Background: an optimization exercise with open tools, aiming at small area, a short achievable clock period and few clock cycles. Do not read the settings as production practice. The RTL was checked by simulation tests, not by an equivalence proof against the original design. Power is estimated from default activity; no workload was simulated.

File: run.sh
#!/bin/bash
# synth_recipe.tcl (not shown) runs the flow's synth.tcl, then flattens the netlist and writes it again
# the make line also repeats each setting of config.mk as NAME=value (left out here)
make -C /OpenROAD-flow-scripts/flow DESIGN_CONFIG=/design/flow/config.mk WORK_HOME=/design/flow/orfs CLKGATE_MAP_FILE= SYNTH_SCRIPT=/design/flow/synth_recipe.tcl finish
File: design.v
package app_pkg;
   localparam int CNT_W = 24;
   localparam logic [23:0] LFSR_POLY = 24'hE10000;
   localparam logic [31:0] CRC_POLY_REF = 32'hEDB88320;
   typedef enum logic [2:0] {
      P_LOOP,
      P_CODE,
      P_ARG0,
      P_ARG1,
      P_ARG2,
      P_ODATA,
      P_WAIT
   } pstate_e;
   typedef enum logic [2:0] {
      C_IN,
      C_OUT,
      C_ADDR,
      C_LFSRW,
      C_RREAD
   } pcmd_e;
   typedef enum logic [2:0] {
      J_IN,
      J_LOAD,
      J_RREAD,
      J_LREAD,
      J_WORD,
      J_ECHO
   } job_e;
   typedef enum logic [1:0] {
      G_IDLE,
      G_IN,
      G_WORD,
      G_RREAD
   } gstate_e;
endpackage
`timescale 1ns/1ps
module byte_pacer #(
   parameter int WAIT_W = 8
) (
   input  logic              clk_i,
   input  logic              rstn,
   input  logic              wait_set_i,
   input  logic [WAIT_W-1:0] wait_val_i,
   input  logic              paced_i,     
   output logic              wait_nz_o,
   output logic              free_o,      
   output logic              near_free_o  
);
   logic [WAIT_W-1:0] wait_q;
   logic [WAIT_W-1:0] gap_q;
   logic [WAIT_W-1:0] gap_d;
   logic              near_q;
   logic              wait_nz_q;
   assign wait_nz_o = wait_nz_q;
   always_comb begin
      if (paced_i)      gap_d = wait_q;
      else if (|gap_q)  gap_d = gap_q - 1'b1;
      else              gap_d = '0;
   end
   assign free_o      = ~|gap_d;
   assign near_free_o = near_q;
   always_ff @(posedge clk_i or negedge rstn) begin
      if (!rstn) begin
         wait_q    <= '0;
         wait_nz_q <= 1'b0;
         gap_q     <= '0;
         near_q    <= 1'b1;
      end else begin
         if (wait_set_i) begin
            wait_q    <= wait_val_i;
            wait_nz_q <= |wait_val_i;
         end
         gap_q  <= gap_d;
         near_q <= ~|gap_d[WAIT_W-1:1];
      end
   end
endmodule
`timescale 1ns/1ps
module crc32_engine (
   input  logic        clk_i,
   input  logic        rstn,
   input  logic        en_i,
   input  logic        init_i,    
   input  logic        upd_i,
   input  logic [7:0]  data_i,
   input  logic        load_i,
   input  logic [31:0] load_val_i,
   output logic [31:0] crc_o
);
   logic [31:0] crc_q;
   logic [31:0] base;
   function automatic logic [31:0] crc_byte(input logic [31:0] crc, input logic [7:0] data);
      logic [31:0] c;
      c = crc ^ {24'd0, data};
      for (int i = 0; i < 8; i++) begin
         if (c[0]) c = (c >> 1) ^ app_pkg::CRC_POLY_REF;
         else      c = c >> 1;
      end
      crc_byte = c;
   endfunction
   assign base  = init_i ? 32'hFFFF_FFFF : crc_q;
   assign crc_o = crc_q;
   always_ff @(posedge clk_i) begin
      if (en_i) begin
         if (load_i)     crc_q <= load_val_i;
         else if (upd_i) crc_q <= crc_byte(base, data_i);
         else            crc_q <= '1;
      end
   end
endmodule
`timescale 1ns/1ps
module lfsr24 (
   input  logic        clk_i,
   input  logic        rstn,
   input  logic        load_i,
   input  logic [23:0] load_val_i,
   input  logic        step_i,
   output logic [23:0] lfsr_o
);
   logic [23:0] lfsr_q;
   logic        fb;
   assign fb     = ~^(lfsr_q & app_pkg::LFSR_POLY);
   assign lfsr_o = lfsr_q;
   always_ff @(posedge clk_i or negedge rstn) begin
      if (!rstn) begin
         lfsr_q <= '0;
      end else if (load_i) begin
         lfsr_q <= load_val_i;
      end else if (step_i) begin
         lfsr_q <= {lfsr_q[22:0], fb};
      end
   end
endmodule
`timescale 1ns/1ps
module byte_ram #(
   parameter int TAP_P = 8
) (
   input  logic       clk_i,
   input  logic       rstn,
   input  logic       set_addr_i,
   input  logic [7:0] set_val_i,
   input  logic       zero_addr_i,
   input  logic       wr_en_i,
   input  logic [7:0] wr_data_i,
   input  logic       wr_cont_i,     
   output logic       wr_ok_o,       
   output logic       wr_idle_o,     
   input  logic       rd_start_i,
   input  logic       rd_take_i,     
   output logic       rd_ok_o,       
   output logic [7:0] rd_data_o
);
   localparam int NT = 256 / TAP_P;
   localparam int SW = $clog2(TAP_P);
   localparam int KW = 8 - SW;
   logic [2047:0]    ring;
   logic [7:0]       ph;
   logic [7:0]       apos;          
   logic             aset_q;        
   logic [7:0]       aval_q;
   logic [7:0]       dl_data [TAP_P];
   logic [TAP_P-1:0] dl_v;
   logic [SW-1:0]    w_s;
   logic [KW-1:0]    w_k;
   logic [7:0]       w_d;
   logic             w_en;
   logic [7:0]       wd;
   logic [7:0]       rd_off;        
   logic [7:0]       rd_off_d;
   logic [7:0]       rsel_lo;       
   logic [3:0]       rsel_hi;       
   logic [7:0]       rgrp [4];
   logic [7:0]       tap [NT];
   assign wr_idle_o = ~|dl_v;
   assign wr_ok_o   = wr_idle_o | wr_cont_i;
   assign wd   = apos - 8'd2;
   logic          sel0;
   logic [SW-1:0] w_sm1;
   logic          we_q;
   logic [7:0]    wdat_q;
   logic [KW-1:0] wk_d;
   logic [7:0]    wlo_q;            
   logic [3:0]    whi_q;
   assign wk_d  = wr_idle_o ? wd[7:SW] : w_k;
   assign sel0  = wr_idle_o ? (apos[SW-1:0] == SW'(2)) : (w_s == '0);
   assign w_sm1 = w_s - 1'b1;
   assign w_en = we_q;
   assign w_d  = wdat_q;
   always_ff @(posedge clk_i or negedge rstn) begin
      if (!rstn) begin
         ph     <= '0;
         apos   <= '0;
         aset_q <= 1'b0;
         dl_v   <= '0;
         we_q   <= 1'b0;
      end else begin
         ph     <= ph + 1'b1;
         aset_q <= set_addr_i;
         if (aset_q)           apos <= aval_q - ph - 8'd1;
         else if (wr_en_i)     apos <= apos;
         else if (zero_addr_i) apos <= ~ph;
         else                  apos <= apos - 8'd1;
         for (int j = TAP_P - 1; j > 0; j--) begin
            dl_v[j] <= dl_v[j-1] & (w_s != SW'(j - 1));
         end
         dl_v[0] <= wr_en_i;
         we_q    <= sel0 ? wr_en_i : (~wr_idle_o & dl_v[w_sm1]);
      end
   end
   always_comb begin
      if (rd_start_i)      rd_off_d = apos - 8'd1;
      else if (!rd_take_i) rd_off_d = rd_off - 8'd1;
      else                 rd_off_d = rd_off;
   end
   always_ff @(posedge clk_i) begin
      if (set_addr_i) aval_q <= set_val_i;
      wdat_q <= sel0 ? wr_data_i : dl_data[w_sm1];
      wlo_q  <= 8'd1 << wk_d[2:0];
      whi_q  <= 4'd1 << wk_d[4:3];
      if (wr_idle_o) begin
         w_s <= wd[SW-1:0];
         w_k <= wd[7:SW];
      end
      rd_off <= rd_off_d;
      rsel_lo <= 8'd1 << rd_off_d[5:3];
      rsel_hi <= 4'd1 << rd_off_d[7:6];
      dl_data[0] <= wr_data_i;
      for (int j = 1; j < TAP_P; j++) begin
         dl_data[j] <= dl_data[j-1];
      end
   end
   logic [2047:0] ring_d;
   always_comb begin
      ring_d = {ring[7:0], ring[2047:8]};
      for (int k = 0; k < NT; k++) begin
         if (w_en && wlo_q[k % 8] && whi_q[k / 8]) ring_d[k*TAP_P*8 +: 8] = w_d;
      end
   end
   always_ff @(posedge clk_i) begin
      ring <= ring_d;
   end
   always_comb begin
      for (int k = 0; k < NT; k++) begin
         tap[k] = ring[k*TAP_P*8 +: 8];
      end
   end
   assign rd_ok_o   = (rd_off[SW-1:0] == '0);
   always_comb begin
      for (int h = 0; h < 4; h++) begin
         rgrp[h] = '0;
         for (int l = 0; l < 8; l++) begin
            rgrp[h] = rgrp[h] | (tap[h*8 + l] & {8{rsel_lo[l]}});
         end
      end
      rd_data_o = '0;
      for (int h = 0; h < 4; h++) begin
         rd_data_o = rd_data_o | (rgrp[h] & {8{rsel_hi[h]}});
      end
   end
endmodule
`timescale 1ns/1ps
module app_ctrl (
   input  logic        clk_i,
   input  logic        rstn,
   input  logic [7:0]  out_data_i,
   input  logic        out_valid_i,
   output logic        out_ready_o,
   output logic [7:0]  in_data_o,
   output logic        in_valid_o,
   input  logic        in_ready_i,
   output logic        wait_set_o,
   output logic [7:0]  wait_val_o,
   output logic        paced_o,
   input  logic        wait_nz_i,
   input  logic        pace_free_i,
   input  logic        pace_near_free_i,
   output logic        pcrc_en_o,
   output logic        pcrc_init_o,
   output logic        pcrc_upd_o,
   output logic [7:0]  pcrc_data_o,
   input  logic [31:0] pcrc_i,
   output logic        gcrc_en_o,
   output logic        gcrc_init_o,
   output logic        gcrc_upd_o,
   output logic [7:0]  gcrc_data_o,
   output logic        gcrc_load_o,
   output logic [31:0] gcrc_load_val_o,
   input  logic [31:0] gcrc_i,
   output logic        lfsr_load_o,
   output logic [23:0] lfsr_load_val_o,
   output logic        lfsr_step_o,
   input  logic [23:0] lfsr_i,
   output logic        set_addr_o,
   output logic [7:0]  set_val_o,
   output logic        zero_addr_o,
   output logic        wr_en_o,
   output logic [7:0]  wr_data_o,
   output logic        wr_cont_o,
   input  logic        wr_ok_i,
   input  logic        wr_idle_i,
   output logic        rd_start_o,
   output logic        rd_take_o,
   input  logic        rd_ok_i,
   input  logic [7:0]  rd_data_i
);
   logic        rdy_q;
   logic        sk_v_q;
   logic [7:0]  sk_d_q;
   logic        sk_six_q;
   logic        sk_vb_q;              
   logic        ov_q, tv_q;           
   logic        ovo_q, rdyo_q;        
   logic [7:0]  odo_q;                
   logic [7:0]  od_q, td_q;
   logic        op_q, tp_q;           
   logic        pL_q, pC_q, pA0_q, pA1_q, pA2_q, pD_q, pW_q;
   logic        cIN_q, cOUT_q, cADDR_q, cLW_q, cRR_q;
   logic [23:0] arg_q;
   logic        arg_last_q;           
   logic        lb_q;                 
   logic        sl_v_q;
   logic        sIN_q, sLD_q, sRR_q, sLR_q, sWD_q;
   logic        gI_q, gN_q, gW_q, gR_q;
   logic [23:0] gcnt_q;
   logic        glast_q;              
   logic        rv_q;                 
   logic [7:0]  rdat_q;
   logic        rdone_q;              
   logic [1:0]  gidx_q;
   function automatic logic [23:0] dec24(input logic [23:0] x);
      dec24[11:0]  = x[11:0] - 1'b1;
      dec24[23:12] = (x[11:0] == 12'd0) ? x[23:12] - 1'b1 : x[23:12];
   endfunction
   logic        hs_out;
   logic        b_v;
   logic [7:0]  b;
   logic        b_zero;
   logic        b_six;
   logic [6:0]  sk_dec_q;
   logic [6:0]  in_dec;
   logic [6:0]  b_dec;
   function automatic logic [6:0] decode(input logic [7:0] x);
      decode = {x == 8'h08, x == 8'h05, x == 8'h04, x == 8'h03, x == 8'h02, x == 8'h01, x == 8'h00};
   endfunction
   assign hs_out = out_valid_i & rdy_q;
   assign b_v    = sk_v_q | hs_out;
   assign b      = sk_vb_q ? sk_d_q : out_data_i;
   assign in_dec = decode(out_data_i);
   assign b_dec  = sk_vb_q ? sk_dec_q : in_dec;
   assign b_zero = b_dec[0];
   assign b_six  = sk_vb_q ? sk_six_q : (out_data_i == 8'h06);
   logic in_take;
   logic ofree;         
   logic g_ready;       
   logic byp_ok;        
   logic slot_busy;     
   logic rread_busy;
   logic echo_ok;
   logic gen_quiet;
   logic sl_arg;
   logic cjob;
   assign in_take    = ov_q & in_ready_i;
   assign ofree      = ~tv_q & ~(wait_nz_i & (ov_q | ~pace_near_free_i));
   assign g_ready    = gI_q & ofree;
   assign byp_ok     = g_ready & ~sl_v_q;
   logic wd_wait;
   logic pv_q;
   logic [7:0] pd_q;
   assign wd_wait    = sWD_q & pv_q;
   assign slot_busy  = sl_v_q & ~(g_ready & ~wd_wait);
   assign rread_busy = (sl_v_q & sRR_q) | gR_q;
   assign echo_ok    = byp_ok & ~rread_busy & wr_ok_i;
   assign gen_quiet  = gI_q & ~sl_v_q & ~ov_q & ~tv_q;
   assign sl_arg     = sl_v_q & (sIN_q | sLD_q | sRR_q);
   assign cjob       = cIN_q | cLW_q | cRR_q;
   logic tL, tC, tA0, tA1, tA2, tD, tW;
   logic take;
   logic sl_fill;
   logic c_in, c_out, c_addr, c_wait, c_lw, c_rr;    
   assign tL  = b_v & pL_q & (b_zero | echo_ok);
   assign tC  = b_v & pC_q & ~(b_six & slot_busy);
   assign tA0 = b_v & pA0_q & ~(sl_arg & ~g_ready);
   assign tA1 = b_v & pA1_q;
   assign tA2 = b_v & pA2_q & ~(cjob & slot_busy) & ~(cOUT_q & sl_v_q & sWD_q & slot_busy);
   assign tD  = b_v & pD_q & ~(arg_last_q & slot_busy);
   assign tW  = b_v & pW_q & gen_quiet;
   assign take = tL | tC | tA0 | tA1 | tA2 | tD | tW;
   assign c_in   = b_dec[1];
   assign c_out  = b_dec[2];
   assign c_addr = b_dec[3];
   assign c_wait = b_dec[4];
   assign c_lw   = b_dec[5];
   assign c_rr   = b_dec[6];
   assign sl_fill = (tC & b_six & ~byp_ok) | (tA2 & cjob & ~byp_ok) | (tD & arg_last_q);
   logic        sl_take;
   logic        st_E, st_LR, st_WD, st_IN, st_LD, st_RR;    
   logic [23:0] gj_arg;
   assign sl_take = sl_v_q & g_ready & ~wd_wait;
   assign st_E    = b_v & pL_q & ~b_zero & echo_ok;
   assign st_LR   = (sl_take & sLR_q) | (b_v & pC_q & b_six & byp_ok);
   assign st_WD   = sl_take & sWD_q;
   assign st_IN   = (sl_take & sIN_q) | (b_v & pA2_q & cIN_q & byp_ok);
   assign st_LD   = (sl_take & sLD_q) | (b_v & pA2_q & cLW_q & byp_ok);
   assign st_RR   = (sl_take & sRR_q) | (b_v & pA2_q & cRR_q & byp_ok);
   assign gj_arg  = sl_v_q ? arg_q : {b, arg_q[15:0]};
   logic rd_go;
   logic rd_iss;
   logic run_in;
   logic run_wd;
   assign rd_iss = gR_q & ~rdone_q & rd_ok_i & wr_idle_i & (~rv_q | ofree);
   assign rd_go  = gR_q & rv_q & ofree;
   assign run_in = gN_q & ofree;
   assign run_wd = gW_q & ofree;
   logic        oload;
   logic [7:0]  onext;
   logic        opaced;
   assign oload  = st_E | st_LR | st_WD | st_IN | run_in | run_wd | rd_go;
   assign opaced = st_IN | run_in | rd_go;
   always_comb begin
      if (gN_q)                          onext = lfsr_i[7:0];
      else if (gW_q)                     onext = ~gcrc_i[gidx_q*8 +: 8];
      else if (gR_q)                     onext = rdat_q;
      else if (sl_v_q ? sWD_q : 1'b0)    onext = ~pcrc_i[7:0];
      else if (sl_v_q ? 1'b1 : ~pL_q)    onext = lfsr_i[7:0];
      else                               onext = b;
   end
   assign lfsr_step_o     = st_IN | run_in;
   assign lfsr_load_o     = st_LD;
   assign lfsr_load_val_o = gj_arg;
   logic g_ld_sel;
   assign g_ld_sel        = gI_q & (sl_v_q ? (sLR_q | sWD_q) : pC_q);
   assign gcrc_en_o       = gI_q | run_in;
   assign gcrc_init_o     = gI_q;
   assign gcrc_upd_o      = ~g_ld_sel;
   assign gcrc_data_o     = lfsr_i[7:0];
   assign gcrc_load_o     = g_ld_sel;
   assign gcrc_load_val_o = gI_q & ~(sl_v_q & sWD_q) ? ~{8'h00, lfsr_i} : pcrc_i;
   assign rd_start_o = st_RR;
   assign rd_take_o  = rd_iss;
   assign wr_en_o     = st_E;
   assign wr_data_o   = b;
   assign wr_cont_o   = lb_q;
   assign set_addr_o  = tA0 & cADDR_q;
   assign set_val_o   = b;
   assign zero_addr_o = st_RR;
   assign paced_o    = (in_take & op_q) | (hs_out & pD_q & ~sk_v_q);
   assign wait_set_o = tW;
   assign wait_val_o = b;
   logic p_init;
   assign p_init      = pA2_q & cOUT_q & ~(sl_v_q & sWD_q & slot_busy);
   assign pcrc_en_o   = p_init | pv_q;
   assign pcrc_init_o = 1'b0;          
   assign pcrc_upd_o  = pv_q;
   assign pcrc_data_o = pd_q;
   assign out_ready_o = rdyo_q;
   assign in_valid_o  = ovo_q;
   assign in_data_o   = odo_q;
   logic sk_v_d;
   logic omove;
   assign sk_v_d = b_v & ~take;
   assign omove  = ~ov_q | in_take;
   always_ff @(posedge clk_i or negedge rstn) begin
      if (!rstn) begin
         rdy_q  <= 1'b0;
         sk_v_q <= 1'b0;
         ov_q   <= 1'b0;
         tv_q   <= 1'b0;
      end else begin
         sk_v_q <= sk_v_d;
         rdy_q  <= ~sk_v_d & pace_free_i;
         if (omove)     ov_q <= tv_q | oload;
         if (tv_q)      tv_q <= ~omove;
         else           tv_q <= oload & ~omove;
      end
   end
   always_ff @(posedge clk_i) begin
      if (!rstn) begin
         ovo_q  <= 1'b0;
         rdyo_q <= 1'b0;
         odo_q  <= '0;
         sk_vb_q <= 1'b0;
      end else begin
         sk_vb_q <= sk_v_d;
         odo_q  <= omove ? (tv_q ? td_q : onext) : od_q;
         rdyo_q <= ~sk_v_d & pace_free_i;
         ovo_q  <= (ov_q & ~in_ready_i) | tv_q | oload;
      end
   end
   always_ff @(posedge clk_i) begin
      if (!sk_v_q) begin
         sk_d_q   <= out_data_i;
         sk_dec_q <= in_dec;
         sk_six_q <= (out_data_i == 8'h06);
      end
      if (omove) begin
         od_q <= tv_q ? td_q : onext;
         op_q <= tv_q ? tp_q : opaced;
      end
      if (!tv_q || omove) begin
         td_q <= onext;
         tp_q <= opaced;
      end
   end
   always_ff @(posedge clk_i or negedge rstn) begin
      if (!rstn) begin
         pL_q <= 1'b1; pC_q <= 1'b0; pA0_q <= 1'b0; pA1_q <= 1'b0;
         pA2_q <= 1'b0; pD_q <= 1'b0; pW_q <= 1'b0;
         lb_q <= 1'b0;
         pv_q <= 1'b0;
      end else begin
         pv_q  <= tD;
         lb_q  <= st_E;
         pL_q  <= (pL_q & ~(tL & b_zero)) | tW | (tA2 & ~cOUT_q) | (tD & arg_last_q) |
                  (tC & ~(c_in | c_out | c_addr | c_wait | c_lw | c_rr));
         pC_q  <= (pC_q & ~tC) | (tL & b_zero);
         pA0_q <= (pA0_q & ~tA0) | (tC & (c_in | c_out | c_addr | c_lw | c_rr));
         pA1_q <= (pA1_q & ~tA1) | tA0;
         pA2_q <= (pA2_q & ~tA2) | tA1;
         pD_q  <= (pD_q & ~(tD & arg_last_q)) | (tA2 & cOUT_q);
         pW_q  <= (pW_q & ~tW) | (tC & c_wait);
      end
   end
   always_ff @(posedge clk_i) begin
      if (tC) begin
         cIN_q   <= c_in;
         cOUT_q  <= c_out;
         cADDR_q <= c_addr;
         cLW_q   <= c_lw;
         cRR_q   <= c_rr;
      end
      pd_q <= b;
      if (tA0) arg_q[7:0]  <= b;
      if (tA1) arg_q[15:8] <= b;
      if (tA2) begin
         arg_q[23:16] <= b;
         arg_last_q   <= ({b, arg_q[15:0]} == 24'd0);
      end
      if (tD) begin
         arg_q      <= dec24(arg_q);
         arg_last_q <= (arg_q == 24'd1);
      end
   end
   always_ff @(posedge clk_i or negedge rstn) begin
      if (!rstn) begin
         sl_v_q <= 1'b0;
         gI_q <= 1'b1; gN_q <= 1'b0; gW_q <= 1'b0; gR_q <= 1'b0;
         rv_q <= 1'b0;
      end else begin
         if (sl_fill)      sl_v_q <= 1'b1;
         else if (sl_take) sl_v_q <= 1'b0;
         gI_q <= (gI_q & ~(st_LR | st_WD | st_IN | st_RR)) |
                 (run_wd & (gidx_q == 2'd3)) | (rd_go & rdone_q);
         gN_q <= (gN_q & ~(run_in & glast_q)) | (st_IN & (gj_arg != 24'd0));
         gW_q <= (gW_q & ~(run_wd & (gidx_q == 2'd3))) | st_LR | st_WD |
                 (st_IN & (gj_arg == 24'd0)) | (run_in & glast_q);
         gR_q <= (gR_q & ~(rd_go & rdone_q)) | st_RR;
         rv_q <= rd_iss | (rv_q & ~rd_go);
      end
   end
   always_ff @(posedge clk_i) begin
      if (sl_fill) begin
         sIN_q <= pA2_q & cIN_q;
         sLD_q <= pA2_q & cLW_q;
         sRR_q <= pA2_q & cRR_q;
         sLR_q <= pC_q;
         sWD_q <= pD_q;
      end
      if (st_LR || st_WD) gidx_q <= 2'd1;
      if (st_IN)          gidx_q <= 2'd0;
      if (run_wd)         gidx_q <= gidx_q + 1'b1;
      if (gI_q) begin
         gcnt_q  <= gj_arg;
         glast_q <= (sl_v_q ? sIN_q : pA2_q & cIN_q) ? (gj_arg == 24'd1) : (gj_arg == 24'd0);
      end
      if (run_in || rd_iss) begin
         gcnt_q  <= dec24(gcnt_q);
         glast_q <= run_in ? (gcnt_q == 24'd2) : (gcnt_q == 24'd1);
      end
      if (st_RR)       rdone_q <= 1'b0;
      else if (rd_iss) rdone_q <= glast_q;
      if (rd_iss)      rdat_q  <= rd_data_i;
   end
endmodule
`timescale 1ns/1ps
module usb_app #(
   parameter int RAM_DEPTH = 256,
   parameter int WAIT_W    = 8
) (
   input  logic       clk_i,
   input  logic       rstn_i,
   input  logic [7:0] out_data_i,
   input  logic       out_valid_i,
   output logic       out_ready_o,
   output logic [7:0] in_data_o,
   output logic       in_valid_o,
   input  logic       in_ready_i
);
   logic        rst_meta;
   logic        rstn;
   logic        wait_set;
   logic [7:0]  wait_val;
   logic        paced;
   logic        wait_nz;
   logic        pace_free;
   logic        pace_near_free;
   logic        pcrc_en, pcrc_init, pcrc_upd, pcrc_load;
   logic [7:0]  pcrc_data;
   logic [31:0] pcrc;
   logic        gcrc_en, gcrc_init, gcrc_upd, gcrc_load;
   logic [7:0]  gcrc_data;
   logic [31:0] gcrc_load_val;
   logic [31:0] gcrc;
   logic        lfsr_load, lfsr_step;
   logic [23:0] lfsr_load_val;
   logic [23:0] lfsr;
   logic        set_addr, zero_addr;
   logic [7:0]  set_val;
   logic        wr_en, wr_cont, wr_ok, wr_idle;
   logic [7:0]  wr_data;
   logic        rd_start, rd_take, rd_ok;
   logic [7:0]  rd_data;
   always_ff @(posedge clk_i or negedge rstn_i) begin
      if (!rstn_i) begin
         rst_meta <= 1'b0;
         rstn     <= 1'b0;
      end else begin
         rst_meta <= 1'b1;
         rstn     <= rst_meta;
      end
   end
   app_ctrl u_ctrl (
      .clk_i, .rstn,
      .out_data_i, .out_valid_i, .out_ready_o,
      .in_data_o, .in_valid_o, .in_ready_i,
      .wait_set_o(wait_set), .wait_val_o(wait_val), .paced_o(paced),
      .wait_nz_i(wait_nz), .pace_free_i(pace_free), .pace_near_free_i(pace_near_free),
      .pcrc_en_o(pcrc_en), .pcrc_init_o(pcrc_init), .pcrc_upd_o(pcrc_upd), .pcrc_data_o(pcrc_data), .pcrc_i(pcrc),
      .gcrc_en_o(gcrc_en), .gcrc_init_o(gcrc_init), .gcrc_upd_o(gcrc_upd), .gcrc_data_o(gcrc_data),
      .gcrc_load_o(gcrc_load), .gcrc_load_val_o(gcrc_load_val), .gcrc_i(gcrc),
      .lfsr_load_o(lfsr_load), .lfsr_load_val_o(lfsr_load_val), .lfsr_step_o(lfsr_step), .lfsr_i(lfsr),
      .set_addr_o(set_addr), .set_val_o(set_val), .zero_addr_o(zero_addr),
      .wr_en_o(wr_en), .wr_data_o(wr_data), .wr_cont_o(wr_cont),
      .wr_ok_i(wr_ok), .wr_idle_i(wr_idle),
      .rd_start_o(rd_start), .rd_take_o(rd_take),
      .rd_ok_i(rd_ok), .rd_data_i(rd_data)
   );
   byte_pacer #(.WAIT_W(WAIT_W)) u_pacer (
      .clk_i, .rstn,
      .wait_set_i(wait_set), .wait_val_i(WAIT_W'(wait_val)), .paced_i(paced),
      .wait_nz_o(wait_nz), .free_o(pace_free), .near_free_o(pace_near_free)
   );
   crc32_engine u_pcrc (
      .clk_i, .rstn,
      .en_i(pcrc_en), .init_i(pcrc_init), .upd_i(pcrc_upd), .data_i(pcrc_data),
      .load_i(1'b0), .load_val_i(32'd0), .crc_o(pcrc)
   );
   crc32_engine u_gcrc (
      .clk_i, .rstn,
      .en_i(gcrc_en), .init_i(gcrc_init), .upd_i(gcrc_upd), .data_i(gcrc_data),
      .load_i(gcrc_load), .load_val_i(gcrc_load_val), .crc_o(gcrc)
   );
   lfsr24 u_lfsr (
      .clk_i, .rstn,
      .load_i(lfsr_load), .load_val_i(lfsr_load_val),
      .step_i(lfsr_step), .lfsr_o(lfsr)
   );
   byte_ram u_ram (
      .clk_i, .rstn,
      .set_addr_i(set_addr), .set_val_i(set_val), .zero_addr_i(zero_addr),
      .wr_en_i(wr_en), .wr_data_i(wr_data), .wr_cont_i(wr_cont),
      .wr_ok_o(wr_ok), .wr_idle_o(wr_idle),
      .rd_start_i(rd_start), .rd_take_i(rd_take),
      .rd_ok_o(rd_ok), .rd_data_o(rd_data)
   );
endmodule
File: constraint.sdc
create_clock -name core_clock -period 5.0 [get_ports {clk_i}]
set_input_delay 1.0000 -clock core_clock [delete_from_list [all_inputs] [get_ports {clk_i}]]
set_output_delay 1.0000 -clock core_clock [all_outputs]
set_load 0.01 [all_outputs]
File: config.mk
export PLATFORM = sky130hd
export DESIGN_NAME = usb_app
export DESIGN_NICKNAME = usb_app
export VERILOG_FILES = /design/flow/design.v
export SDC_FILE = /design/flow/constraint.sdc
export NUM_CORES = 4
export LEC_CHECK = 0
export ABC_CLOCK_PERIOD_IN_PS = 2400
export CAP_MARGIN = 20
export CORE_MARGIN = 2
export CORE_UTILIZATION = 50
export CTS_CLUSTER_DIAMETER = 60
export CTS_CLUSTER_SIZE = 25
export SETUP_SLACK_MARGIN = 2.6
export SLEW_MARGIN = 20
==> results of run 1 <==
==> cell usage after synthesis, types with 12 or more instances <==
cell type / count
clkbuf_1: 108
ha_1: 28
xnor2_1: 152
a31oi_1: 15
inv_1: 56
o31ai_1: 19
and2_1: 26
nand4_1: 42
a22oi_1: 147
mux2i_1: 32
dfrtp_1: 85
nand2b_1: 17
edfxtp_1: 174
nor2_1: 151
buf_2: 20
dfxtp_1: 2174
o21ai_0: 85
mux2_2: 289
a211oi_1: 23
nand3_1: 48
xor2_1: 58
a21oi_1: 92
o21a_1: 12
nand2_1: 200
nor3_1: 36
or3_1: 13
==> timing repair <==
action                     4_1_cts  5_1_grt
setup endpoints to repair      542      193
pin swaps                       34       39
buffers inserted                62       44
gates resized for setup        164       93
hold buffers                     0        0
hold endpoints to repair         0        0
cloned                           2        2
==> power by group through the flow <==
stage / sequential, mW / combinational [mW] / clock (mW)
5_1_grt: 22.7 / 10.0 / 12.7
2_1_floorplan: 22.1 / 5.80 / 0
4_1_cts: 22.6 / 8.40 / 12.0
3_3_place_gp: 23.0 / 7.52 / 0
3_5_place_dp: 23.0 / 7.59 / 0
6_report: 22.6 / 9.19 / 11.6
==> per-stage QoR <==
stage	setup slack (ns)	hold slack [ns]	cells	cell area, µm²	utilization (%)
floorplan	2.15	0.310	4311	64400	-
global placement	1.26	0.310	5889	66400	52.1
detailed placement	1.22	0.312	5889	66400	52.1
CTS	2.48	0.291	6157	71600	56.2
global route	2.47	0.297	6203	72400	56.8
finish	2.47	0.295	6204	72400	56.8
==> worst paths after layout <==
kind / slack [ns] / endpoint / depth (start not counted)
max in group asynchronous: 3.54 / u_lfsr.lfsr_q[0] / 1
worst max register to register: 2.57 / u_ram.apos[4] / 9
worst max-delay path: 2.47 / u_ram.apos[4] / 10
min in group asynchronous: 0.39 / rstn / 1
worst min register to register: 0.30 / u_ram.ring[158] / 0
worst min-delay path: 0.30 / u_ram.ring[158] / 0
==> registers in the layout, indices dropped and copies added, names as in the netlist, 5 cells and up <==
register / count
u_ctrl.arg_q: 24
u_ctrl.gcnt_q: 24
u_ctrl.od_q: 8
u_ctrl.odo_q: 8
u_ctrl.rdat_q: 8
u_ctrl.sk_d_q: 8
u_ctrl.sk_dec_q: 7
u_ctrl.td_q: 8
u_gcrc.crc_q: 32
u_lfsr.lfsr_q: 24
u_pacer.gap_q: 8
u_pacer.wait_q: 8
u_pcrc.crc_q: 32
u_ram.apos: 8
u_ram.aval_q: 8
u_ram.dl_data: 64
u_ram.dl_v: 8
u_ram.ph: 8
u_ram.rd_off: 8
u_ram.ring: 2048
u_ram.rsel_lo: 8
u_ram.w_k: 5
u_ram.wdat_q: 8
u_ram.wlo_q: 8
==> layer usage <==
| metal | global-route usage (%) | part of all wire (%) | wire [µm] |
|---|---|---|---|
| met4 | 6.78 | 3.0 | 3960 |
| met1 | 27.3 | 47 | 61000 |
| met3 | 2.92 | 3.8 | 4970 |
| met5 | 0 | 0 | 0 |
| met2 | 31.8 | 46 | 60500 |
==> area by class of cell <==
type	instances	area share, %
Sequential cell	2436	70.4
Multi-Input combinational cell	1679	18.6
Clock buffer	164	5.12
Tap cell	1662	2.87
Timing Repair Buffer	163	1.99
Clock inverter	40	0.663
Inverter	59	0.332
Antenna cell	1	0.00345
==> cells by family (layout without fill, tap and decap cells) <==
logic type               count (synthesis)  after routing
adder cells (fa/ha/maj)                 29             29
AO/OA/AOI/OAI                          489            490
buffers and inverters                  198            426
AND/OR/NAND/NOR                        606            607
flip-flops                            2436           2436
XOR/XNOR                               221            221
other                                    1              2
multiplexers                           331            331
==> flow_summary.json, run 1 <==
{
  "outcome": "complete, no violations",
  "syn_avg_cell_area_um2": 14.9,
  "place.detailed.hpwl_um": 79600,
  "min_period_ns": 2.53,
  "power_frac_comb_pct": 21.2,
  "grt_pass1_wl_um": 193000,
  "multi_input_area_um2": 13500,
  "grt_usage_pct": 19.7,
  "cts_buffers": 134,
  "drc": 0,
  "power.internal_mw": 30.8,
  "synthesis.area_um2": 64300,
  "critPathKind": "in -> reg",
  "layout_common_cells": "dfxtp_1 (2156), mux2_2 (288), nand2_1 (195)",
  "synth_edf_count": 174,
  "p_sw_mw": 12.7,
  "critPathLaunchType": "primary input",
  "final_common_cell": "dfxtp_1",
  "synthSimpleGateAreaFrac_pct": 4.55,
  "portBuffers": 21,
  "grt_max_degree": 69,
  "root_buffer": "clkbuf_16",
  "synth_area_leaders": "dfxtp_1 (68%), edfxtp_1 (8.1%), mux2_2 (5.1%)",
  "nets": 4514,
  "syn_nets": 4352,
  "drtIter0Drc": 2063,
  "synth_seq_area_share_pct": 79.3,
  "required_ns": 5.61,
  "yosysTopAreaCellShare_pct": 67.7,
  "finalPower_mw": 43.4,
  "synth_compound_area_share_pct": 5.30,
  "clk_pin_slew_ns": 0.09,
  "n_fill_cell": 10129,
  "drt_wl_total_um": 130000,
  "hp-class": "reg -> reg",
  "vias_per_cell": 5.03,
  "cpMaxStageDelayCell": "or4_4",
  "rows": 131,
  "cts_tree": "built",
  "crit_chain": "buf_8 > or4_4 > o41ai_4 > nand4bb_4 > buf_6 > inv_8 > buf_4 > and2_4 > a311oi_2 > a21oi_1",
  "synthXorXnorAreaFrac_pct": 3.18,
  "synth_top_family_by_area": "multiplexers",
  "avgRoutedWirePerCell_um": 21.0,
  "seqCellArea_um2": 51000,
  "p_leak_nw": 28.6,
  "rsz0062_at_grt": "true",
  "die_w_um": 363,
  "synthAdderAreaFrac_pct": 0.576,
  "firstDrtPassIters": 6,
  "cts.sinks": 2436,
  "hold_viol": 0,
  "crit_family": "simple AND/OR/NAND/NOR gates",
  "grt_overflow": 0,
  "powerDensity_nw_per_um2": 600,
  "path_buf_inv": 4,
  "clock_skew_ns": 0.0387,
  "end_kind": "flip-flop",
  "synth.ff_latch_count": 2436,
  "worstMarginPinSlew_ns": 0.984,
  "synth_cells": 4311,
  "cp_data_arrival_time_ns": 3.13,
  "max-vdd-ir-drop_v": 0.000404,
  "via_count": 31233,
  "seq_power_share_pct": 52.1,
  "synth_mux_area_share_pct": 5.91,
  "switching_share_pct": 29.2,
  "start_util_pct": 50.4,
  "synth_ff_type": "dfxtp_1",
  "pwr-share-clk_pct": 26.8,
  "cts_buffer_depth": 3,
  "place_congestion": 0.833,
  "ant_nets": 0,
  "clkLatencyLatePin_ns": 0.79,
  "fin_crit_sh_pct": 50.6,
  "startpoint": "out_data_i[6]",
  "grt_pass1_vias": 30408,
  "max_stage_delay_ns": 0.57,
  "r2r_start": "u_ctrl.ov_q",
  "antenna_found_initial": 0,
  "setup_tns_ns": 0,
  "drive_gt1_share_pct": 18.2,
  "cts_max_level": 4,
  "hp-start": "u_ram.ring[166]",
  "max_freq_mhz": 395,
  "crit_fanout": 5,
  "netlist-cell-type-count": 93,
  "drv_slew": 0,
  "syn_to_final_growth_pct": 12.7,
  "core_area_um2": 128000,
  "ys_warn_count": 9,
  "ioPinCount": 22,
  "slew_headroom_pct": 33.7,
  "die-area_um2": 131000,
  "maxCapViolCount": 0,
  "synth_top_area_cell": "dfxtp_1",
  "ys_async_sr_fraction_pct": 3.61,
  "setup_viol": 0,
  "die_h_um": 363
}
Testbench counts, summed over its fixed seeds: cycles 7,044.
==> run 2, diff against run 1 <==
--- a/config.mk
+++ b/config.mk
@@ -9,7 +9,8 @@
 export CAP_MARGIN = 20
 export CORE_MARGIN = 2
 export CORE_UTILIZATION = 50
-export CTS_CLUSTER_DIAMETER = 60
-export CTS_CLUSTER_SIZE = 25
+export CTS_BUF_LIST = sky130_fd_sc_hd__clkbuf_8
+export CTS_CLUSTER_DIAMETER = 50
+export CTS_CLUSTER_SIZE = 20
 export SETUP_SLACK_MARGIN = 2.6
 export SLEW_MARGIN = 20
==> run 2 against run 1 <==
Against the previous run: cell count grew 1.6%; area after synthesis unchanged; critical path type unchanged; clock power is 12% lower; final area decreased by 0.40%; clock-buffer cell count up 22; largest cell class unchanged; critical endpoint is now u_ctrl.ovo_q; first-iteration DRC count up 6.8%; still clean; wire length increased by 1.0%; die area unchanged; non-clock buffer count is 23 higher.
==> flow_summary.json, run 2 <==
{
  "required_ns": 5.81,
  "rows": 131,
  "start_util_pct": 50.4,
  "cts.sinks": 2436,
  "syn_nets": 4352,
  "portBuffers": 21,
  "synth_ff_type": "dfxtp_1",
  "fin_crit_sh_pct": 50.1,
  "die-area_um2": 131000,
  "p_leak_nw": 28.6,
  "synth_area_leaders": "dfxtp_1 (68%), edfxtp_1 (8.1%), mux2_2 (5.1%)",
  "synth_seq_area_share_pct": 79.3,
  "core_area_um2": 128000,
  "syn_to_final_growth_pct": 12.3,
  "finalPower_mw": 42.2,
  "clk_pin_slew_ns": 0.10,
  "synthesis.area_um2": 64300,
  "max_freq_mhz": 399,
  "crit_end": "u_ctrl.ovo_q",
  "grt_pass1_wl_um": 194000,
  "synth_top_area_cell": "dfxtp_1",
  "ant_nets": 0,
  "worstMarginPinSlew_ns": 0.940,
  "layout_common_cells": "dfxtp_1 (2155), mux2_2 (287), nand2_1 (194)",
  "drv_slew": 0,
  "yosysTopAreaCellShare_pct": 67.7,
  "die_h_um": 363,
  "netlist-cell-type-count": 93,
  "final_common_cell": "dfxtp_1",
  "setup_tns_ns": 0,
  "place.detailed.hpwl_um": 79600,
  "grt_max_degree": 69,
  "ioPinCount": 22,
  "nets": 4573,
  "maxCapViolCount": 0,
  "cts_max_level": 4,
  "synth_edf_count": 174,
  "r2r_setup_slack_ns": 2.57,
  "timing.rr.end": "u_ram.apos[2]",
  "reg2reg_depth": 10,
  "cts_buffers": 169,
  "grt_usage_pct": 19.8,
  "powerDensity_nw_per_um2": 585,
  "die_w_um": 363,
  "clock_skew_ns": 0.0678,
  "antenna_found_initial": 2,
  "r2r_start": "u_ctrl.gI_q",
  "root_buffer": "clkbuf_8",
  "synth_common_cells": "dfxtp_1 (2174), mux2_2 (289), nand2_1 (200)",
  "grt_overflow": 0,
  "cts_tree": "built",
  "clkLatencyLatePin_ns": 0.91,
  "synth.ff_latch_count": 2436,
  "drc": 0,
  "n_fill_cell": 10182,
  "top_register": "u_ram.ring",
  "cp_data_arrival_time_ns": 3.31,
  "crit_fanout": 9,
  "min_period_ns": 2.50,
  "grt_pass1_vias": 30621,
  "largest_reg_flops": 2048,
  "via_count": 31466,
  "drive_gt1_share_pct": 19.8,
  "synth.most_common_cell": "dfxtp_1",
  "ys_async_sr_fraction_pct": 3.61,
  "slew_headroom_pct": 36.6,
  "vias_per_cell": 4.99,
  "hold_viol": 0,
  "reg.largest.list": "u_ram.ring x2048, u_ram.dl_data x64",
  "cts_buffer_depth": 3,
  "avgRoutedWirePerCell_um": 20.9,
  "synth_cells": 4311,
  "place_congestion": 0.833,
  "setup_viol": 0,
  "critPathLaunchType": "primary input",
  "syn_avg_cell_area_um2": 14.9,
  "max-vdd-ir-drop_v": 0.000345,
  "drtIter0Drc": 2203,
  "firstDrtPassIters": 5,
  "critPathKind": "in -> reg",
  "outcome": "complete, no violations",
  "rsz0062_at_grt": "true",
  "startpoint": "out_data_i[5]",
  "end_kind": "flip-flop",
  "hp-class": "in -> async",
  "drt_wl_total_um": 132000,
  "ys_warn_count": 9
}
[run 2: changes by cell type in the layout (fill, tap and decap cells not counted), moves of 6 or more]
cell       before  now
clkbuf_8        8  186
clkbuf_16     143    6
inv_1          53   69
clkbuf_1       15    0
buf_4         118  131
buf_6           9   21
buf_2           9    0
bufinv_16       1    9
clkinv_2        6   13
inv_6           8   14
inv_8           2    8
[run 2: layout make-up]
cell class / count / area (µm²) / share of cell area [%]
flip-flops and latches: 2436 / 51000 / 70.7
multi-input cells: 1680 / 13500 / 18.7
repair buffers: 186 / 1810 / 2.50
inverters: 59 / 234 / 0.324
clock inverters: 89 / 901 / 1.25
diodes: 6 / 15.0 / 0.0208
clock buffers: 186 / 2560 / 3.55
well taps: 1662 / 2080 / 2.88
[run 2: per-layer routing]
| layer | vias to the layer above | GRT usage, % | part of all wire, % |
|---|---|---|---|
| met5 | - | 0 | 0 |
| met4 | 0 | 6.87 | 2.8 |
| met3 | 219 | 3.23 | 4.0 |
| met2 | 620 | 31.6 | 46 |
| met1 | 15559 | 27.3 | 47 |
| li1 | 15068 | - | - |
[run 2: what timing repair did]
item,4_1_cts,5_1_grt
endpoints found under the setup margin,549,189
pin swaps,35,38
gates resized for setup,170,99
setup buffers,59,65
hold buffers,0,0
gates cloned,1,9
[run 2: worst max-delay path, stage by stage]
cell and delay [ns]:
dlygate4sd2_1 0.25, or4_4 0.58, o41ai_4 0.44, nand4bb_4 0.22, buf_6 0.14, inv_6 0.06, nor4b_4 0.21, nand4b_1 0.18
o21a_1 0.22
[run 2: where the power goes]
part | switching (mW) | internal [mW]
Clock | 6.17 | 4.06
Sequential | 1.45 | 21.2
Combinational | 5.09 | 4.27
[run 2: worst min path at each step]
stage                     start               end  slack, ns  depth (start not counted)
2_1_floorplan  u_ram.ring[1008]  u_ram.ring[1000]       0.31                          0
5_1_grt                  rstn_i              rstn       0.22                          1
3_5_place_dp   u_ram.ring[1010]  u_ram.ring[1002]       0.31                          0
4_1_cts                  rstn_i              rstn       0.17                          1
6_report                 rstn_i              rstn       0.27                          1
3_3_place_gp    u_ram.ring[247]   u_ram.ring[239]       0.31                          0
[run 2: metrics by stage]
step	worst slack [ns]	hold slack, ns	utilization (%)	instances	instance area [µm²]
finish	2.50	0.271	56.6	6304	72100
global route	2.46	0.216	56.6	6303	72100
CTS	2.47	0.171	55.6	6224	70900
detailed placement	1.22	0.312	52.1	5889	66400
global placement	1.26	0.310	52.1	5889	66400
floorplan	2.15	0.310	-	4311	64400
[run 2: cell families after synthesis]
| kind of cell | Yosys count | synth area share (%) |
|---|---|---|
| flops | 2436 | 79.3 |
| fa+ha+maj | 29 | 0.576 |
| xor+xnor | 221 | 3.18 |
| other cells | 1 | 0.00583 |
| simple gates | 606 | 4.55 |
| mux | 331 | 5.91 |
| compound gates | 489 | 5.30 |
| buf+inv | 198 | 1.21 |
==> run 3, diff against run 2 <==
--- a/config.mk
+++ b/config.mk
@@ -9,8 +9,8 @@
 export CAP_MARGIN = 20
 export CORE_MARGIN = 2
 export CORE_UTILIZATION = 50
-export CTS_BUF_LIST = sky130_fd_sc_hd__clkbuf_8
-export CTS_CLUSTER_DIAMETER = 50
-export CTS_CLUSTER_SIZE = 20
+export CTS_CLUSTER_DIAMETER = 62
+export CTS_CLUSTER_SIZE = 28
+export PLACE_DENSITY = 0.76
 export SETUP_SLACK_MARGIN = 2.6
 export SLEW_MARGIN = 20
==> run 3 against run 2 <==
Against the previous run: still clean on timing, DRC and antenna; combinational power is 4.2% lower; area after synthesis stayed put; cell count decreased by 2.9%; via count fell by 0.22%; non-clock buffer count decreased by 57; clock skew grew 0.016 ns; sequential cell count did not move; fmax is 4.1% higher; sequential share of layout area increased by 0.75 points; critical path type is now reg -> reg.
==> flow_summary.json, run 3 <==
{
  "fin_crit_sh_pct": 48.1,
  "max_freq_mhz": 416,
  "cts_max_level": 3,
  "synth_area_leaders": "dfxtp_1 (68%), edfxtp_1 (8.1%), mux2_2 (5.1%)",
  "setup_tns_ns": 0,
  "netlist-cell-type-count": 93,
  "nets": 4457,
  "switching_share_pct": 29.7,
  "grt_max_degree": 59,
  "die-area_um2": 131000,
  "critPathLaunchType": "flip-flop",
  "power_frac_comb_pct": 21.5,
  "clk_pin_slew_ns": 0.10,
  "drive_gt1_share_pct": 16.3,
  "slew_headroom_pct": 24.9,
  "synth_seq_area_share_pct": 79.3,
  "power.internal_mw": 29.4,
  "reg.largest.list": "u_ram.ring x2048, u_ram.dl_data x64",
  "grt_usage_pct": 18.9,
  "firstDrtPassIters": 5,
  "synthesis.area_um2": 64300,
  "cts.sinks": 2436,
  "synthSimpleGateAreaFrac_pct": 4.55,
  "synth_edf_count": 174,
  "start_util_pct": 50.4,
  "rows": 131,
  "fin_area_um2": 71400,
  "worstMarginPinSlew_ns": 1.11,
  "holdWs_ns": 0.287,
  "synth.most_common_cell": "dfxtp_1",
  "syn_avg_cell_area_um2": 14.9,
  "rsz0062_at_grt": "true",
  "required_ns": 5.61,
  "clkLatencyLatePin_ns": 0.77,
  "maxCapViolCount": 0,
  "outcome": "complete, no violations",
  "place_congestion": 0.862,
  "core_area_um2": 128000,
  "p_sw_mw": 12.4,
  "drv_slew": 0,
  "dp.cells": 5886,
  "max-vdd-ir-drop_v": 0.000437,
  "place.detailed.hpwl_um": 76800,
  "synth.ff_latch_count": 2436,
  "final_cell_count_no_fill": 6119,
  "finalPower_mw": 41.8,
  "synth_top_family_by_area": "multiplexers",
  "place_area_um2": 66400,
  "hold_viol": 0,
  "syn_to_final_growth_pct": 11.0,
  "syn_nets": 4352,
  "p_leak_nw": 28.0,
  "cts_buffer_depth": 3,
  "cp_data_arrival_time_ns": 3.02,
  "setup_viol": 0,
  "critPathKind": "reg -> reg",
  "drt_wl_total_um": 127000,
  "synth_compound_area_share_pct": 5.30,
  "cts_tree": "built",
  "ys_warn_count": 9,
  "antenna_found_initial": 5,
  "synth_common_cells": "dfxtp_1 (2174), mux2_2 (289), nand2_1 (200)",
  "synth_mux_area_share_pct": 5.91,
  "synthXorXnorAreaFrac_pct": 3.18,
  "crit_fanout": 4,
  "powerDensity_nw_per_um2": 585,
  "final_common_cell": "dfxtp_1",
  "synth_ff_type": "dfxtp_1",
  "hp-class": "reg -> reg",
  "avgRoutedWirePerCell_um": 20.7,
  "portBuffers": 21,
  "layout_common_cells": "dfxtp_1 (2160), mux2_2 (287), nand2_1 (195)",
  "synth_top_area_cell": "dfxtp_1",
  "drtIter0Drc": 2861,
  "root_buffer": "clkbuf_16",
  "largest_reg_flops": 2048,
  "die_w_um": 363,
  "grt_pass1_vias": 31343,
  "top_register": "u_ram.ring",
  "drc": 0,
  "die_h_um": 363,
  "hold_buffers": 0,
  "min_period_ns": 2.40,
  "ioPinCount": 22,
  "yosysTopAreaCellShare_pct": 67.7,
  "ys_async_sr_fraction_pct": 3.61,
  "synthAdderAreaFrac_pct": 0.576,
  "pwr-share-clk_pct": 24.8,
  "via_count": 31398,
  "synth_cells": 4311,
  "grt_pass1_wl_um": 190000,
  "cts_buffers": 110,
  "clock_skew_ns": 0.0838,
  "grt_overflow": 0,
  "end_kind": "flip-flop",
  "vias_per_cell": 5.13,
  "ant_nets": 0,
  "seq_power_share_pct": 53.8
}
[run 3: per-stage QoR]
step | setup WS, ns | utilization [%]
4_1_cts | 2.45 | 55.4
3_3_place_gp | 1.06 | 52.1
5_1_grt | 2.46 | 56.0
3_5_place_dp | 0.974 | 52.1
2_1_floorplan | 2.15 | -
6_report | 2.60 | 56.0
[run 3: timing repair]
action,4_1_cts,5_1_grt
setup buffers,32,41
cloned,2,5
endpoints found under the hold margin,0,0
gates resized for setup,143,78
setup endpoints to repair,496,170
pin swaps,25,28
[run 3: worst max-delay path, stage by stage, from the launching register on]
cell and delay, ns:
edfxtp_1 0.39, or4_4 0.57, or4_4 0.45, or4_4 0.47, nor3b_4 0.22, o31a_1 0.17
[run 3: routing by layer]
| layer | share of wire, % | vias up | GRT usage, % |
|---|---|---|---|
| met5 | 0 | - | 0 |
| met4 | 3.2 | 0 | 5.99 |
| met1 | 45 | 15490 | 25.7 |
| met2 | 47 | 843 | 30.9 |
| met3 | 5.0 | 260 | 3.15 |
| li1 | - | 14805 | - |
[run 3: layout make-up]
type,instances,area [µm²]
fill,9620,56200
sequential,2436,51000
multi-input combinational,1680,13500
clock buffer,118,2820
tap,1662,2080
timing repair buffer,129,1190
clock inverter,33,571
inverter,59,234
antenna,2,5.00
[run 3: power by group through the flow]
stage | combinational (mW) | clock (mW) | sequential (mW)
final | 8.97 | 10.3 | 22.5
after global placement | 7.37 | 0 | 22.8
after detailed placement | 7.54 | 0 | 22.9
after global routing | 9.66 | 11.2 | 22.6
after CTS | 8.16 | 10.5 | 22.4
after floorplan | 5.80 | 0 | 22.1
[run 3: worst paths after layout]
path	slack [ns]	end	startpoint	depth (start not counted)
hold / removal	0.29	u_ram.ring[49]	u_ram.ring[57]	0
min in group asynchronous	0.39	u_lfsr.lfsr_q[19]	rstn	0
max in group asynchronous	3.56	u_ctrl.gI_q	rstn	1
setup / recovery	2.60	u_ctrl.glast_q	u_ctrl.gcnt_q[7]	5
hold reg to reg	0.29	u_ram.ring[49]	u_ram.ring[57]	0
setup reg to reg	2.60	u_ctrl.glast_q	u_ctrl.gcnt_q[7]	5
[run 3: kinds of logic (layout without fill, tap and decap cells)]
kind of cell,Yosys count,after routing
simple gates,606,607
other cells,1,3
compound gates,489,491
flops,2436,2436
mux,331,331
xor+xnor,221,221
buf+inv,198,339
fa+ha+maj,29,29
==> run 4, diff against run 3 <==
--- a/config.mk
+++ b/config.mk
@@ -9,8 +9,9 @@
 export CAP_MARGIN = 20
 export CORE_MARGIN = 2
 export CORE_UTILIZATION = 50
-export CTS_CLUSTER_DIAMETER = 62
-export CTS_CLUSTER_SIZE = 28
-export PLACE_DENSITY = 0.76
+export CTS_BUF_LIST = sky130_fd_sc_hd__clkbuf_8
+export CTS_CLUSTER_DIAMETER = 45
+export CTS_CLUSTER_SIZE = 18
+export PLACE_DENSITY = 0.75
 export SETUP_SLACK_MARGIN = 2.6
 export SLEW_MARGIN = 20
==> run 4 against run 3 <==
Against the previous run: fmax down 1.2%; cell count up 1.9%; combinational power up 2%; critical path type is now in -> reg; via count up 1.1%; critical path depth up 4; hold slack worse by 0.028 ns; clock skew down 0.033 ns; sequential cell count unchanged; sequential power about the same; die area unchanged.
==> flow_summary.json, run 4 <==
{
  "die_w_um": 363,
  "grt_max_degree": 65,
  "clkLatencyLatePin_ns": 0.91,
  "grt_pass1_wl_um": 190000,
  "critPathLaunchType": "primary input",
  "fin_crit_sh_pct": 48.7,
  "die-area_um2": 131000,
  "cts_buffers": 176,
  "min_period_ns": 2.43,
  "grt_usage_pct": 19.0,
  "setup_tns_ns": 0,
  "synth_common_cells": "dfxtp_1 (2174), mux2_2 (289), nand2_1 (200)",
  "via_count": 31740,
  "synth.ff_latch_count": 2436,
  "p_sw_mw": 12.5,
  "synth_top_area_cell": "dfxtp_1",
  "drtIter0Drc": 2505,
  "ys_warn_count": 9,
  "cp_data_arrival_time_ns": 3.23,
  "synth.most_common_cell": "dfxtp_1",
  "seq_power_share_pct": 54.4,
  "syn_nets": 4352,
  "cts_buffer_depth": 3,
  "ant_nets": 0,
  "vias_per_cell": 5.09,
  "start_util_pct": 50.4,
  "path_buf_inv": 3,
  "powerDensity_nw_per_um2": 580,
  "slew_headroom_pct": 33.9,
  "crit_fanout": 9,
  "cts_tree": "built",
  "switching_share_pct": 30.1,
  "nets": 4535,
  "drt_wl_total_um": 126000,
  "top_register": "u_ram.ring",
  "portBuffers": 21,
  "drv_slew": 0,
  "max_stage_delay_ns": 0.54,
  "grt_pass1_vias": 31897,
  "required_ns": 5.79,
  "synth_area_leaders": "dfxtp_1 (68%), edfxtp_1 (8.1%), mux2_2 (5.1%)",
  "place.detailed.hpwl_um": 76600,
  "hold_viol": 0,
  "power.internal_mw": 28.9,
  "core_area_um2": 128000,
  "critPathKind": "in -> reg",
  "setup_viol": 0,
  "outcome": "complete, no violations",
  "place_congestion": 0.863,
  "largest_reg_flops": 2048,
  "rsz0062_at_grt": "true",
  "finalPower_mw": 41.4,
  "rows": 131,
  "avgRoutedWirePerCell_um": 20.2,
  "ioPinCount": 22,
  "drc": 0,
  "synth_seq_area_share_pct": 79.3,
  "synth_edf_count": 174,
  "cts_max_level": 4,
  "cts.sinks": 2436,
  "pwr-share-clk_pct": 23.5,
  "antenna_found_initial": 4,
  "final_common_cell": "dfxtp_1",
  "clk_pin_slew_ns": 0.08,
  "cpMaxStageDelayCell": "or4_4",
  "post-route-util_pct": 55.9,
  "clock_skew_ns": 0.0505,
  "synth_ff_type": "dfxtp_1",
  "drive_gt1_share_pct": 18.2,
  "root_buffer": "clkbuf_8",
  "end_kind": "flip-flop",
  "worstMarginPinSlew_ns": 0.992,
  "ys_async_sr_fraction_pct": 3.61,
  "syn_avg_cell_area_um2": 14.9,
  "hold_buffers": 0,
  "power_frac_comb_pct": 22.0,
  "netlist-cell-type-count": 93,
  "yosysTopAreaCellShare_pct": 67.7,
  "r2r_start": "u_ram.rsel_lo[7]",
  "max_freq_mhz": 411,
  "reg.largest.list": "u_ram.ring x2048, u_ram.dl_data x64",
  "die_h_um": 363,
  "synthesis.area_um2": 64300,
  "synth_cells": 4311,
  "syn_to_final_growth_pct": 10.9,
  "hp-class": "in -> async",
  "startpoint": "out_data_i[4]",
  "grt_overflow": 0,
  "crit_family": "simple AND/OR/NAND/NOR gates",
  "crit_chain": "dlygate4sd2_1 > or4_4 > o41ai_4 > nand4bb_1 > buf_6 > inv_6 > nor4b_4 > nand4b_1 > o21a_1",
  "maxCapViolCount": 0,
  "firstDrtPassIters": 5,
  "max-vdd-ir-drop_v": 0.000392,
  "p_leak_nw": 28.1,
  "layout_common_cells": "dfxtp_1 (2155), mux2_2 (288), nand2_1 (195)"
}
-- run 4: cell counts after synthesis --
Identical to the previous run, type by type.
-- run 4: final timing paths --
kind                       cells after the start  slack, ns          endpoint
max in group asynchronous                      1       3.56       u_ctrl.gN_q
min reg2reg                                    0       0.31   u_ram.ring[737]
min in group core_clock                        0       0.31   u_ram.ring[737]
min                                            1       0.26              rstn
max reg2reg                                    5       2.59  u_ctrl.rdat_q[3]
max                                            9       2.57      u_ctrl.ovo_q
-- run 4: cells by family (layout without fill, tap and decap cells) --
logic type      Yosys count  after routing  synth area share (%)
fa+ha+maj                29             29                 0.576
compound gates          489            491                  5.30
other cells               1              5               0.00583
flops                  2436           2436                  79.3
xor+xnor                221            221                  3.18
buf+inv                 198            456                  1.21
mux                     331            331                  5.91
simple gates            606            606                  4.55
-- run 4: through the flow --
stage	std cells	instance area (µm²)	hold slack, ns	setup WS [ns]
global placement	5888	66400	0.310	1.33
floorplan	4311	64400	0.310	2.15
CTS	6185	70500	0.164	2.50
finish	6237	71300	0.259	2.57
detailed placement	5888	66400	0.312	1.25
global route	6236	71300	0.182	2.51
-- run 4: final cells by class --
| cell class | instances | area [µm²] |
|---|---|---|
| diodes | 4 | 10.0 |
| clock buffers | 183 | 2520 |
| clock inverters | 72 | 678 |
| fillers | 9694 | 56200 |
| inverters | 59 | 234 |
| multi-input cells | 1679 | 13500 |
| flip-flops and latches | 2436 | 51000 |
| well taps | 1662 | 2080 |
| repair buffers | 141 | 1280 |
| repair inverters | 1 | 7.51 |
-- run 4: timing repair --
action | 4_1_cts | 5_1_grt
setup endpoints to repair | 452 | 226
cloned | 2 | 3
buffers inserted | 40 | 45
pin swaps | 28 | 33
gates resized for setup | 159 | 78
-- run 4: power by group through the flow --
stage,Sequential (mW),Combinational (mW),Clock (mW)
after floorplan,22.1,5.80,0
after global routing,22.6,9.83,10.7
after global placement,22.8,7.42,0
final,22.5,9.12,9.74
after detailed placement,22.9,7.58,0
after CTS,22.5,8.32,9.96
-- run 4: layer usage --
layer	part of all wire (%)	wire, µm	GRT usage, %	vias up
met5	0	0	0	-
met4	3.5	4410	7.29	0
met3	5.2	6530	3.54	298
met2	46	58400	30.5	919
met1	45	56900	25.6	15547
li1	-	-	-	14976
==> run 5, diff against run 4 <==
--- a/config.mk
+++ b/config.mk
@@ -9,9 +9,8 @@
 export CAP_MARGIN = 20
 export CORE_MARGIN = 2
 export CORE_UTILIZATION = 50
-export CTS_BUF_LIST = sky130_fd_sc_hd__clkbuf_8
-export CTS_CLUSTER_DIAMETER = 45
-export CTS_CLUSTER_SIZE = 18
+export CTS_CLUSTER_DIAMETER = 60
+export CTS_CLUSTER_SIZE = 25
 export PLACE_DENSITY = 0.75
-export SETUP_SLACK_MARGIN = 2.6
+export SETUP_SLACK_MARGIN = 2.7
 export SLEW_MARGIN = 20
==> run 5 against run 4 <==
Against the previous run: worst setup slack better by 0.0046 ns; final area is 2.4% higher; clock skew is 0.041 ns higher; fmax is 0.19% higher; die area stayed put; first-iteration DRC count is 3.7% higher; via count is 1.0% higher; sequential cell count stayed put; wire length is 3.5% higher; core utilization is 1.3 points higher; combinational power is 9.5% higher; critical path type is now reg -> reg; highest routed layer unchanged.
==> flow_summary.json, run 5 <==
{
  "via_count": 32066,
  "syn_avg_cell_area_um2": 14.9,
  "antenna_found_initial": 4,
  "ant_nets": 0,
  "synth_top_area_cell": "dfxtp_1",
  "powerDensity_nw_per_um2": 593,
  "cts_tree": "built",
  "core_area_um2": 128000,
  "vias_per_cell": 5.16,
  "antennaDiodeCount": 0,
  "synth.ff_latch_count": 2436,
  "hold_depth": 0,
  "maxCapViolCount": 0,
  "synth_ff_type": "dfxtp_1",
  "max_stage_delay_ns": 0.63,
  "firstDrtPassIters": 6,
  "crit_chain": "buf_12 > nor2b_4 > o211ai_1 > buf_4 > a311oi_4 > buf_6 > buf_6 > clkbuf_16 > a21oi_1",
  "dp_slack_ns": 1.30,
  "root_buffer": "clkbuf_16",
  "nets": 4550,
  "synth.most_common_cell": "dfxtp_1",
  "avgRoutedWirePerCell_um": 21.0,
  "cp_data_arrival_time_ns": 2.93,
  "grt_overflow": 0,
  "slew_headroom_pct": 37.1,
  "grt_pass1_vias": 31878,
  "clock_skew_ns": 0.0917,
  "rsz0062_at_grt": "true",
  "drt_wl_total_um": 131000,
  "drv_slew": 0,
  "die_w_um": 363,
  "r2r_start": "u_ctrl.gI_q",
  "crit_family": "buffers and inverters",
  "synth_area_leaders": "dfxtp_1 (68%), edfxtp_1 (8.1%), mux2_2 (5.1%)",
  "path_buf_inv": 5,
  "final_cell_count_no_fill": 6212,
  "synth_edf_count": 174,
  "portBuffers": 21,
  "layout_common_cells": "dfxtp_1 (2156), mux2_2 (283), nand2_1 (189)",
  "yosysTopAreaCellShare_pct": 67.7,
  "synthesis.area_um2": 64300,
  "grt_max_degree": 71,
  "required_ns": 5.50,
  "crit_top_cell": "buf_6",
  "dp.cells": 5886,
  "drc": 0,
  "fin_crit_sh_pct": 48.6,
  "clk_pin_slew_ns": 0.09,
  "syn_to_final_growth_pct": 13.6,
  "whs_endpoint": "u_ram.ring[746]",
  "grt_pass1_wl_um": 193000,
  "die-area_um2": 131000,
  "grt_usage_pct": 19.3,
  "drive_gt1_share_pct": 20.1,
  "place.detailed.hpwl_um": 76400,
  "outcome": "complete, no violations",
  "cts_buffers": 121,
  "hold_buffers": 0,
  "cts.sinks": 2436,
  "reg2reg_depth": 9,
  "netlist-cell-type-count": 93,
  "hp-class": "reg -> reg",
  "largest_reg_flops": 2048,
  "cpMaxStageDelayCell": "dfstp_4",
  "critPathKind": "reg -> reg",
  "timing.rr.end": "u_ctrl.arg_q[1]",
  "drtIter0Drc": 2597,
  "ys_async_sr_fraction_pct": 3.61,
  "synth_cells": 4311,
  "synth_common_cells": "dfxtp_1 (2174), mux2_2 (289), nand2_1 (200)",
  "ioPinCount": 22,
  "setup_viol": 0,
  "critPathLaunchType": "flip-flop",
  "reg.largest.list": "u_ram.ring x2048, u_ram.dl_data x64",
  "worstMarginPinSlew_ns": 0.943,
  "setup_tns_ns": 0,
  "clkLatencyLatePin_ns": 0.77,
  "cts_max_level": 3,
  "max_freq_mhz": 412,
  "hp-start": "u_ram.ring[754]",
  "hold_viol": 0,
  "end_kind": "flip-flop",
  "final_common_cell": "dfxtp_1",
  "r2r_setup_slack_ns": 2.57,
  "syn_nets": 4352,
  "ys_warn_count": 9,
  "p_leak_nw": 28.8,
  "start_util_pct": 50.4,
  "rows": 131,
  "max-vdd-ir-drop_v": 0.000482,
  "top_register": "u_ram.ring",
  "layout_setup_ws_ns": 2.57,
  "min_period_ns": 2.43,
  "cts_buffer_depth": 3,
  "synth_seq_area_share_pct": 79.3,
  "place_congestion": 0.841,
  "die_h_um": 363,
  "crit_fanout": 8
}
==> run 5: cell counts after synthesis <==
Identical to the previous run, type by type.
==> run 5: what timing repair did <==
action,CTS,global route
gates cloned,4,8
endpoints found under the setup margin,574,183
pin swaps,43,52
setup buffers,62,88
resized for setup,240,131
==> run 5: how the worst max path moves through the flow <==
| stage | from | end | slack [ns] | cells past startpoint |
|---|---|---|---|---|
| 2_1_floorplan | out_data_i[5] | u_ctrl.sIN_q | 2.15 | 6 |
| 3_3_place_gp | out_data_i[5] | u_ctrl.ov_q | 1.30 | 9 |
| 3_5_place_dp | out_data_i[5] | u_ctrl.ov_q | 1.30 | 9 |
| 4_1_cts | u_ctrl.gcnt_q[5] | u_ctrl.glast_q | 2.60 | 5 |
| 5_1_grt | u_pacer.gap_q[1] | u_ctrl.rdyo_q | 2.50 | 9 |
| 6_report | u_ctrl.gI_q | u_ctrl.arg_q[1] | 2.57 | 9 |
==> run 5: layout make-up <==
type | count | area (µm²)
Fill cell | 9497 | 54500
Multi-Input combinational cell | 1681 | 14000
Inverter | 59 | 243
Timing Repair Buffer | 210 | 2000
Sequential cell | 2436 | 51000
Tap cell | 1662 | 2080
Clock inverter | 34 | 563
Clock buffer | 130 | 3110
==> run 5: worst reg2reg max path, stage by stage (launching register included) <==
cell and delay (ns):
dfstp_4 0.63, buf_12 0.13, nor2b_4 0.14, o211ai_1 0.22, buf_4 0.23, a311oi_4 0.25, buf_6 0.22, buf_6 0.13
clkbuf_16 0.13, a21oi_1 0.07
==> run 5: cells by family (layout without fill, tap and decap cells) <==
kind of cell    count (synthesis)  after routing  share of synthesized area (%)
xor+xnor                      221            221                           3.18
simple gates                  606            606                           4.55
compound gates                489            493                           5.30
buf+inv                       198            433                           1.21
fa+ha+maj                      29             29                          0.576
mux                           331            331                           5.91
flops                        2436           2436                           79.3
other cells                     1              1                        0.00583
==> run 5: per-layer routing <==
layer	routed length, µm	vias to the layer above	track usage (%)
met5	0	-	0
met3	6850	312	3.10
met1	58200	15809	26.3
li1	-	15006	-
met2	60700	939	31.0
met4	4860	0	6.97
==> run 5: metrics by stage <==
| step | power [mW] | utilization (%) | area, µm² | hold WS [ns] |
|---|---|---|---|---|
| final | 43.3 | 57.2 | 73000 | 0.281 |
| after global routing | 45.0 | 57.2 | 73000 | 0.287 |
| after CTS | 42.2 | 56.1 | 71500 | 0.272 |
| after floorplan | 27.9 | - | 64500 | 0.310 |
| after detailed placement | 30.4 | 52.1 | 66400 | 0.312 |
| after global placement | 30.3 | 52.1 | 66400 | 0.310 |
==> run 5: report_power, final <==
| part | switching [mW] | total (mW) | leakage (nW) | internal (mW) |
|---|---|---|---|---|
| registers | 1.36 | 22.5 | 20.3 | 21.2 |
| clock network | 6.14 | 10.8 | 1.77 | 4.64 |
| logic | 5.46 | 9.99 | 6.71 | 4.53 |

==> port drivers added, routing unchanged <==
No port has a modelled driver above. Below, the same layouts with a new extraction and two added sets of constraints.
Step 1: set_driving_cell puts a clkbuf_16 on clk_i and a buf_2 on each other input, an assumption about the parent block.
Step 2, shift: input delay + t, output delay - t, t = (earliest + latest rising clock arrival at the registers) / 2. This alone moves slack from input paths to output paths.
a / b / c = ideal / step 1 / step 2; a / b = the first two.
run | t (ns) | setup slack, ns | latest minus earliest clock arrival (ns)
run 1 | 0.833 | 2.471 / 2.498 / 1.664 | 0.042 / 0.041
run 2 | 0.960 | 2.497 / 2.489 / 1.587 | 0.098 / 0.098
run 3 | 0.805 | 2.595 / 2.579 / 1.830 | 0.088 / 0.089
run 4 | 0.947 | 2.566 / 2.520 / 1.672 | 0.061 / 0.060
run 5 | 0.799 | 2.571 / 2.571 / 1.811 | 0.098 / 0.098
After both steps setup and hold are still met in every run listed. For run 2, which loses most, drivers alone change the setup slack by -0.008 ns; drivers and shift together by -0.910 ns.
